This design comes from an exercise in tuning for small area on the open sky130 flow, not from production work.
At most, simulation tests tie the RTL to the original design; equivalence was not proved.
Power is estimated from default activity; no workload was simulated.

Setup of run A:
## fpu_ss
module fpu_ss (
  input  logic                       clk_i,
  input  logic                       arst_n_i,
  input  logic                       issue_valid_i,
  input  logic [32-1:0]    issue_instr_i,
  input  logic [32-1:0]    issue_rs1_i,
  input  logic [4-1:0]    issue_id_i,
  output logic                       issue_ready_o,
  output logic                       issue_accept_o,
  input  logic                       result_ready_i,
  output logic                       result_valid_o,
  output logic [32-1:0]    result_data_o,
  output logic [5-1:0] result_rd_o,
  output logic [4-1:0]    result_id_o,
  output logic                       result_we_o
);
  localparam int N = 32;
  logic [6:0] opcode, funct7;
  logic [2:0] funct3;
  logic [4:0] rs1, rs2, rd;
  logic       is_sgnj, is_mvxw, is_mvwx, is_csr;
  assign opcode = issue_instr_i[6:0];
  assign funct3 = issue_instr_i[14:12];
  assign funct7 = issue_instr_i[31:25];
  assign rs1    = issue_instr_i[19:15];
  assign rs2    = issue_instr_i[24:20];
  assign rd     = issue_instr_i[11:7];
  assign is_sgnj = (opcode == 7'b1010011) && (funct7 == 7'b0010000) &&
                   (funct3[2] == 1'b0) && (funct3[1:0] != 2'b11);
  assign is_mvxw = (opcode == 7'b1010011) && (funct7 == 7'b1110000) &&
                   (rs2 == 5'd0) && (funct3 == 3'b000);
  ...
For scale: about 3400 cells after synthesis, about 1100 flip-flops, ~120 I/O pins, about 38000 µm² of cells after synthesis.
==> flow/config.mk <==
export PLATFORM = sky130hd
export DESIGN_NAME = fpu_ss
export DESIGN_NICKNAME = fpu_ss
export VERILOG_FILES = /design/flow/design.v
export SDC_FILE = /design/flow/constraint.sdc
export NUM_CORES = 4
export LEC_CHECK = 0
export CAP_MARGIN = 0
export CORE_MARGIN = 2
export CORE_UTILIZATION = 55
export PLACE_DENSITY = 0.7
export SLEW_MARGIN = 0
export SYNTH_HIERARCHICAL = 1
==> flow/constraint.sdc <==
create_clock -name core_clock -period 5.0 [get_ports {clk_i}]
set_input_delay 1.0000 -clock core_clock [delete_from_list [all_inputs] [get_ports {clk_i}]]
set_output_delay 1.0000 -clock core_clock [all_outputs]
set_load 0.01 [all_outputs]
standard.sh (not shown) runs the stock make flow with config.mk's settings and CLKGATE_MAP_FILE= SYNTH_SCRIPT=/design/flow/synth_recipe.tcl, a recipe that flattens the netlist after the stock synthesis.
==> flow/flow/run.sh <==
#!/bin/bash
# Standard ORFS layout with two changes: the port buffers are the smallest
# buffer, and clock tree synthesis uses larger sink clusters and no dummy loads.
set -euo pipefail
bash standard.sh finish \
  "BUFFER_PORTS_ARGS=-buffer_cell sky130_fd_sc_hd__buf_1" \
  "CTS_ARGS=-sink_clustering_enable -repair_clock_nets -dont_use_dummy_load -sink_clustering_size 26 -sink_clustering_max_diameter 80 -apply_ndr full   -buf_list sky130_fd_sc_hd__clkbuf_16" \
  > standard_flow.log 2>&1
### run A -> run B
==> flow/flow/run.sh <==
#!/bin/bash
# Standard ORFS layout with two changes: the port buffers are the smallest
# buffer, and clock tree synthesis uses larger sink clusters and no dummy loads.
set -euo pipefail
bash standard.sh finish \
  "BUFFER_PORTS_ARGS=-buffer_cell sky130_fd_sc_hd__buf_1" \
  "CTS_ARGS=-sink_clustering_enable -repair_clock_nets -dont_use_dummy_load -sink_clustering_size 26 -sink_clustering_max_diameter 80   -buf_list sky130_fd_sc_hd__clkbuf_16" \
  > standard_flow.log 2>&1
Notes after the runs:
Run B ran to completion and came out clean on the timing, DRC and antenna checks. Power consumed by the clock network: run B vs run A — no meaningful difference. Run A → run B: number of failing hold endpoints at the final stage roughly the same, synthesized cell count roughly the same, count of buffers not belonging to the clock network in the layout roughly the same, shortest clock period the worst path allows after layout roughly the same.
--- input diff run B..run C ---
- a change of PLACE_DENSITY from 0.7 to 0.8
- a change of CORE_UTILIZATION from 55 to 65
## What came out
- Taking run B as the reference, in run C number of well-tap cells placed went down, final core area utilization went up, post-placement cell area went down.
- Final critical delay including setup and external delays delta (run C − run B): favourable
- Comparing run C and run B, the lower area of all placed cells without fillers is on run C.

========
fpu_ss, a different RTL version from the one above (not shown whole).
Size: ~4700 cells after synthesis, roughly 120 I/O pins, ~0.041 mm^2 of cells after synthesis.
export LEC_CHECK = 0
export CAP_MARGIN = 0
export CORE_MARGIN = 2
export CORE_UTILIZATION = 55
export PLACE_DENSITY = 0.7
export SLEW_MARGIN = 0
create_clock -name core_clock -period 5.0 [get_ports {clk_i}]
==> flow/flow/run.sh <==
#!/bin/bash
# Standard ORFS layout with two changes: the port buffers are the smallest
# buffer, and clock tree synthesis uses larger sink clusters and no dummy loads.
set -euo pipefail
bash standard.sh finish \
  "BUFFER_PORTS_ARGS=-buffer_cell sky130_fd_sc_hd__buf_1" \
  "CTS_ARGS=-sink_clustering_enable -repair_clock_nets -dont_use_dummy_load -sink_clustering_size 24 -sink_clustering_max_diameter 80 -buf_list sky130_fd_sc_hd__clkbuf_16" \
  > standard_flow.log 2>&1
Next try:
==> flow/flow/run.sh (replaced) <==
#!/bin/bash
# Standard ORFS layout with two changes: the port buffers are the smallest
# buffer, and clock tree synthesis uses larger sink clusters and no dummy loads.
set -euo pipefail
bash standard.sh finish \
  "BUFFER_PORTS_ARGS=-buffer_cell sky130_fd_sc_hd__buf_1" \
  "CTS_ARGS=-sink_clustering_enable -repair_clock_nets -dont_use_dummy_load -sink_clustering_size 30 -sink_clustering_max_diameter 50 -buf_list sky130_fd_sc_hd__clkbuf_16" \
  > standard_flow.log 2>&1
Result: Worst setup slack degrades by 0.018 ns; total power rises by about a fifth; utilization rises by 1.6 points; non-clock buffer count does not change; die area is unchanged.
Next try:
==> flow/flow/run.sh (replaced) <==
#!/bin/bash
# Standard ORFS layout with two changes: the port buffers are the smallest
# buffer, and clock tree synthesis uses larger sink clusters and no dummy loads.
set -euo pipefail
bash standard.sh finish \
  "BUFFER_PORTS_ARGS=-buffer_cell sky130_fd_sc_hd__buf_1" \
  "CTS_ARGS=-sink_clustering_enable -repair_clock_nets -dont_use_dummy_load -sink_clustering_size 30 -sink_clustering_max_diameter 80 -buf_list sky130_fd_sc_hd__clkbuf_16" \
  > standard_flow.log 2>&1
=> The new run completed without violations; combinational power stays flat; final cell count is lower slightly; via count goes down slightly; worst setup slack is worse by 0.0031 ns; die area stays the same; power shrinks by roughly a tenth; clock-buffer cell count shrinks by 52; sequential share of layout area goes up by 1.5 points; sequential cell count is unchanged; synthesized area stays the same.
Function was not checked in any run of this note: the RTL went through the layout flow alone.

========
== main ==
fpu_ss, a different RTL version from the one above (not shown whole).
Size: roughly 4300 cells after synthesis, ~120 I/O pins, ~39000 µm² of cells after synthesis.
==> flow/config.mk <==
export PLATFORM = sky130hd
export DESIGN_NAME = fpu_ss
export DESIGN_NICKNAME = fpu_ss
export VERILOG_FILES = /design/flow/design.v
export SDC_FILE = /design/flow/constraint.sdc
export NUM_CORES = 4
export LEC_CHECK = 0
export CAP_MARGIN = 0
export CORE_MARGIN = 2
export CORE_UTILIZATION = 55
export PLACE_DENSITY = 0.7
export SLEW_MARGIN = 0
export SYNTH_HIERARCHICAL = 1
==> flow/constraint.sdc <==
create_clock -name core_clock -period 5.0 [get_ports {clk_i}]
set_input_delay 1.0000 -clock core_clock [delete_from_list [all_inputs] [get_ports {clk_i}]]
set_output_delay 1.0000 -clock core_clock [all_outputs]
set_load 0.01 [all_outputs]
==> flow/flow/run.sh <==
#!/bin/bash
# Standard ORFS layout with two changes: the port buffers are the smallest
# buffer, and clock tree synthesis uses larger sink clusters and no dummy loads.
set -euo pipefail
bash standard.sh finish \
  "BUFFER_PORTS_ARGS=-buffer_cell sky130_fd_sc_hd__buf_1" \
  "CTS_ARGS=-sink_clustering_enable -repair_clock_nets -dont_use_dummy_load -sink_clustering_size 30 -sink_clustering_max_diameter 80 -apply_ndr full -buf_list sky130_fd_sc_hd__clkbuf_16" \
  > standard_flow.log 2>&1
Here is what was changed in the inputs of the feature branch compared with main.
==> flow/flow/run.sh <==
#!/bin/bash
# Standard ORFS layout with two changes: the port buffers are the smallest
# buffer, and clock tree synthesis uses larger sink clusters and no dummy loads.
set -euo pipefail
bash standard.sh finish \
  "BUFFER_PORTS_ARGS=-buffer_cell sky130_fd_sc_hd__buf_1" \
  "CTS_ARGS=-sink_clustering_enable -repair_clock_nets -dont_use_dummy_load -sink_clustering_size 26 -sink_clustering_max_diameter 80   -buf_list sky130_fd_sc_hd__clkbuf_16" \
  > standard_flow.log 2>&1
Findings:
The worst setup slack number comes out lower for the feature branch vs main.
Any difference in switching fraction of total power between the feature branch and main is small enough to ignore.
Any difference in number of fill cells in the layout between the feature branch and main is small enough to ignore.
Compared the feature branch against main; routed wire length within noise.
Re cell area after placement: no difference whatsoever between the feature branch and main.
Comparing main and the feature branch, the higher setup slack on the worst flop-to-flop path is on the feature branch.
Going from main to the feature branch, first-pass GRT wire length grows by 1000 µm.
Changes observed in the feature branch relative to main: final cell utilization of the core ~0 delta; final-layout clock buffer total +4; count of placed standard cells in the final layout, fillers left out ~0 delta; met2 track demand over resource ~0 delta.

========
Another version of the RTL of fpu_ss (not shown whole).
Size: ~2300 cells after synthesis, roughly 120 I/O pins, ~0.041 mm² of cells after synthesis.
clock: 5.0 ns
lec_check: 0
cap_margin: 0
core_margin: 2
core_utilization: 65
cts_buf_list: sky130_fd_sc_hd__clkbuf_4 sky130_fd_sc_hd__clkbuf_8
place_density: 0.75
slew_margin: 0
run.sh (not shown) runs the stock make flow with config.mk's settings and CLKGATE_MAP_FILE= SYNTH_SCRIPT=/design/flow/synth_recipe.tcl, a recipe that flattens the netlist after the stock synthesis.
Stock flow here: none of the scripts above is used.
The starting point produced a clean layout.
Next try:
==> flow/flow/run.sh (new file) <==
#!/bin/bash
# Standard ORFS layout with two changes: the port buffers are the smallest
# buffer, and clock tree synthesis uses larger sink clusters and no dummy loads.
set -euo pipefail
bash standard.sh finish \
  "BUFFER_PORTS_ARGS=-buffer_cell sky130_fd_sc_hd__buf_1" \
  "CTS_ARGS=-sink_clustering_enable -repair_clock_nets -dont_use_dummy_load -sink_clustering_size 30 -sink_clustering_max_diameter 80 -buf_list sky130_fd_sc_hd__clkbuf_16" \
  > standard_flow.log 2>&1
==> flow/standard.sh (new file) <==
#!/bin/bash
# synth_recipe.tcl (not shown) runs the flow's synth.tcl, then flattens the netlist and writes it again
# the make line also repeats each setting of config.mk as NAME=value (left out here)
make -C /OpenROAD-flow-scripts/flow DESIGN_CONFIG=/design/flow/config.mk WORK_HOME=/design/flow/orfs CLKGATE_MAP_FILE= SYNTH_SCRIPT=/design/flow/synth_recipe.tcl "${@:-finish}"
Settings changed: CORE_UTILIZATION 65 to 55, CTS_BUF_LIST sky130_fd_sc_hd__clkbuf_4 sky130_fd_sc_hd__clkbuf_8 to unset, PLACE_DENSITY 0.75 to 0.7.
removed: flow/run.sh
Result: Non-clock buffer count increases by 4; fmax grows by 14%; area after synthesis stays the same; design area drops by 5.6%; worst setup slack is better by 0.55 ns; cell count went down by 3.4%; power is lower by 17%; clock-buffer cell count is lower by 178; via count came out lower by 5.3%; sequential power hardly moves; routed wire length drops by 1.2%.

[what the ideal ports hide]
The flow's constraints put no driver on any port. The routed layouts listed below were extracted and timed again, unchanged, in two steps.
Step 1 (the two cells are an assumption about what drives the block):
set clk [get_ports {clk_i}]
set_driving_cell -lib_cell sky130_fd_sc_hd__clkbuf_16 $clk
set_driving_cell -lib_cell sky130_fd_sc_hd__buf_2 [delete_from_list [all_inputs] $clk]
Step 2 also shifts input and output timing later by t, the mid clock arrival at the registers, as if the neighbouring blocks saw the same clock.
a / b / c = no drivers / after step 1 / after step 2; a / b = the first two.
run	t, ns	setup WS [ns]	hold WS [ns]	worst setup path at the end	slew at the worst register clock pin (ns)
run A	0.708	1.006 / 0.936 / 0.666	0.227 / 0.192 / 0.455	input to register	0.10 / 0.10
run B	0.708	1.006 / 0.936 / 0.666	0.227 / 0.192 / 0.455	input to register	0.10 / 0.10
run C	0.691	1.140 / 1.065 / 0.766	0.240 / 0.205 / 0.445	input to register	0.11 / 0.11
the first run of note 2	0.699	0.993 / 0.974 / 0.829	0.458 / 0.458 / 0.458	input to register	0.10 / 0.10
the second run of note 2	0.711	0.975 / 0.955 / 0.819	0.449 / 0.449 / 0.449	input to register	0.09 / 0.09
the third run of note 2	0.696	0.972 / 0.952 / 0.881	0.459 / 0.459 / 0.459	input to register	0.12 / 0.12
main	0.681	1.031 / 0.999 / 0.853	0.454 / 0.454 / 0.454	input to register	0.11 / 0.11
the feature branch	0.689	1.013 / 0.981 / 0.826	0.457 / 0.457 / 0.457	input to register	0.10 / 0.10
the first run of note 4	0.885	0.406 / 0.383 / 0.318	0.350 / 0.315 / 0.492	input to register	0.07 / 0.07
the second run of note 4	0.688	0.957 / 0.924 / 0.579	0.497 / 0.474 / 0.497	input to register	0.12 / 0.12
After both steps every run listed still meets setup and hold. The setup slack of the second run of note 4, which loses most, moves by -0.033 ns with the drivers and by -0.378 ns with both steps.
